Source: an optimization exercise on an open RTL-to-GDS flow (aim: small area and a short achievable clock period). Production flows keep margins and buffers that such runs may drop. Only simulation tests tie the RTL to the original design; equivalence was not proved. Power and IR drop assume default switching activity.

## fp32_fma
module fp32_fma (
    input  logic    clk,
    input  logic    rst_n,
    input  logic    in_valid,
    input  fma_pkg::fp32_t   a,
    input  fma_pkg::fp32_t   b,
    input  fma_pkg::fp32_t   c,
    input  fma_pkg::rmode_t  rm,
    output logic    out_valid,
    output fma_pkg::fp32_t   result,
    output fma_pkg::fflags_t flags
);
    localparam int SW = fma_pkg::SIDE_W;
    logic        v1;
    logic [23:0] ma1, mc1;
    logic [12:0] b_one1;
    logic [11:0] b_two1, b_neg1;
    logic signed [10:0] prod_expo1;
    logic [7:0]  ec1;
    logic        prod_zero1, is_sub1;
    logic [7:0]  side1;
    logic        v2;
    logic [50:0] row_a2, row_b2;
    logic        s3_2, sp2, kill2;
    logic [75:51] x_hi2;
    logic        is_sub2;
    logic [SW-1:0] side2;
    logic        v3;
    logic [75:0] mag3;
    logic [9:0]  lim_hi3;
    logic [7:0]  lim_lo3;
    logic        sign3, is_sub3;
    logic [SW-1:0] side3;
    logic [24:0] frac4;
  ...
Size: roughly 430 flip-flops, about 140 I/O pins, ~0.038 mm² of cells after synthesis.
==> module fma_round, before the edit <==
module fma_round (
    input  logic        [24:0] frac,        
    input  logic        subnormal,
    input  logic        sticky,
    input  logic        zero,
    input  logic [7:0]  vexp,
    input  logic        huge,
    input  logic        e254,
    input  logic        sign,
    input  logic        is_sub,
    input  logic [7:0]  side_in,
    output fma_pkg::fp32_t   result,
    output fma_pkg::fflags_t flags
);
    function automatic logic round_up(fma_pkg::rmode_t mode, logic sgn, logic lsb,
                                      logic guard, logic stk);
        case (mode)
            fma_pkg::RM_RNE: round_up = guard & (lsb | stk);    
            fma_pkg::RM_RMM: round_up = guard;                  
            fma_pkg::RM_RDN: round_up = sgn & (guard | stk);
            fma_pkg::RM_RUP: round_up = !sgn & (guard | stk);
            default:         round_up = 1'b0;                   
        endcase
    endfunction
    fma_pkg::rmode_t rm;
    logic            prod_sign, sp_nan, sp_inf, inf_sign, invalid;
    assign {rm, prod_sign, sp_nan, sp_inf, inf_sign, invalid} = side_in;
    logic        round_away, carry, u_round_away, u_carry;
    logic [22:0] res_mant;
    logic [7:0]  res_expo;
    logic        dir_is_away, huge_is_inf;
    logic        overflow, underflow, inexact;
    fma_pkg::fp32_t huge_val;
    assign round_away = round_up(rm, sign, frac[2], frac[1], frac[0] | sticky);
    assign carry      = (&frac[24:2]) & round_away;
    assign u_round_away = round_up(rm, sign, frac[1], frac[0], sticky);
    assign u_carry      = (&frac[24:1]) & u_round_away;
    assign res_mant = frac[24:2] + {22'h0, round_away};    
    assign res_expo = (subnormal ? 8'h00 : vexp) + {7'b0, carry};
    assign dir_is_away = (rm == fma_pkg::RM_RDN && sign) || (rm == fma_pkg::RM_RUP && !sign);
    assign huge_is_inf = rm == fma_pkg::RM_RNE || rm == fma_pkg::RM_RMM || dir_is_away;
    assign huge_val    = huge_is_inf ? {sign, 8'hff, 23'h0} : {sign, 8'hfe, {23{1'b1}}};
    always_comb begin
        if (sp_nan) begin
            result = fma_pkg::CANON_NAN;
        end else if (sp_inf) begin
            result = {inf_sign, 8'hff, 23'h0};
        end else if (huge) begin
            result = huge_val;
        end else if (zero) begin
            result = {is_sub ? rm == fma_pkg::RM_RDN : prod_sign, 31'h0};
        end else begin
            result = {sign, res_expo, res_mant};
        end
    end
    assign overflow  = !sp_nan && !sp_inf && (huge || (e254 && carry));
    assign inexact   = !sp_nan && !sp_inf && (overflow || frac[1] || frac[0] || sticky);
    assign underflow = inexact && subnormal && !u_carry;
    assign flags     = {invalid, 1'b0, overflow, underflow, inexact};   
endmodule
export LEC_CHECK = 0
export CAP_MARGIN = 20
export CORE_MARGIN = 2
export CORE_UTILIZATION = 60
export CTS_BUF_LIST = sky130_fd_sc_hd__clkbuf_4 sky130_fd_sc_hd__clkbuf_8
export PLACE_DENSITY = 0.72
export SETUP_SLACK_MARGIN = 5
export SLEW_MARGIN = 20
create_clock -name core_clock -period 10.5 [get_ports {clk}]
standard.sh (not shown) runs the stock make flow with config.mk's settings and CLKGATE_MAP_FILE= SYNTH_SCRIPT=/design/flow/synth_recipe.tcl, a recipe that flattens the netlist after the stock synthesis.
==> flow/flow/run.sh <==
#!/bin/bash
set -euo pipefail
bash standard.sh "BUFFER_PORTS_ARGS=-buffer_cell sky130_fd_sc_hd__buf_2" finish > flow_make.log 2>&1
Next try:
--- a/flow/design.v
+++ b/flow/design.v
@@ -1605,12 +1605,17 @@
     fma_pkg::fp32_t huge_val;
     assign round_away = round_up(rm, sign, frac[2], frac[1], frac[0] | sticky);
     assign carry      = (&frac[24:2]) & round_away;
     assign u_round_away = round_up(rm, sign, frac[1], frac[0], sticky);
     assign u_carry      = (&frac[24:1]) & u_round_away;
-    assign res_mant = frac[24:2] + {22'h0, round_away};    
-    assign res_expo = (subnormal ? 8'h00 : vexp) + {7'b0, carry};
+    logic [22:0] mant_inc;
+    logic [7:0]  e_base, e_inc;
+    assign mant_inc = frac[24:2] + 23'd1;
+    assign e_base   = subnormal ? 8'h00 : vexp;
+    assign e_inc    = e_base + 8'd1;
+    assign res_mant = round_away ? mant_inc : frac[24:2];    
+    assign res_expo = carry ? e_inc : e_base;
     assign dir_is_away = (rm == fma_pkg::RM_RDN && sign) || (rm == fma_pkg::RM_RUP && !sign);
     assign huge_is_inf = rm == fma_pkg::RM_RNE || rm == fma_pkg::RM_RMM || dir_is_away;
     assign huge_val    = huge_is_inf ? {sign, 8'hff, 23'h0} : {sign, 8'hfe, {23{1'b1}}};
     always_comb begin
         if (sp_nan) begin
What happened: Synthesized cell count rose slightly. Count of clock-buffer cells in the layout goes down by 11. Setup slack improved by 0.25 ns. Final cell count stays flat. Final area went up slightly. Global-route usage grows by 0.85 points. Wire length is higher by a few percent. Synthesized area came out higher slightly. Total power is about the same. Flip-flop and latch count stays the same. Register-to-register slack got worse by 0.10 ns. Worst hold slack degrades by 0.011 ns. Fmax went up by a few percent. First-iteration DRC count increases by a little under a tenth.

==> port drivers added, routing unchanged <==
The results above use ideal ports. As a check the final layouts listed here were re-extracted and re-timed, cells and wires unchanged. Step 1 assumes that a clkbuf_16 drives the clock port and a buf_2 every other input. Step 2 adds t to the input delays and takes it off the output delays; t is the mean of the earliest and latest rising clock arrival at the registers after step 1. Input paths then give back, and output paths get back, about the clock's delay inside the block. Three values: no drivers, after step 1, after step 2; two values: the first two.
run | shift t [ns] | setup WS [ns] | worst slew at a driven data input, ns
the first run | 0.736 | 4.913 / 4.848 / 5.272 | 0.04
the second run | 0.755 | 5.159 / 5.092 / 5.171 | 0.04
After both steps every run listed still meets setup and hold.
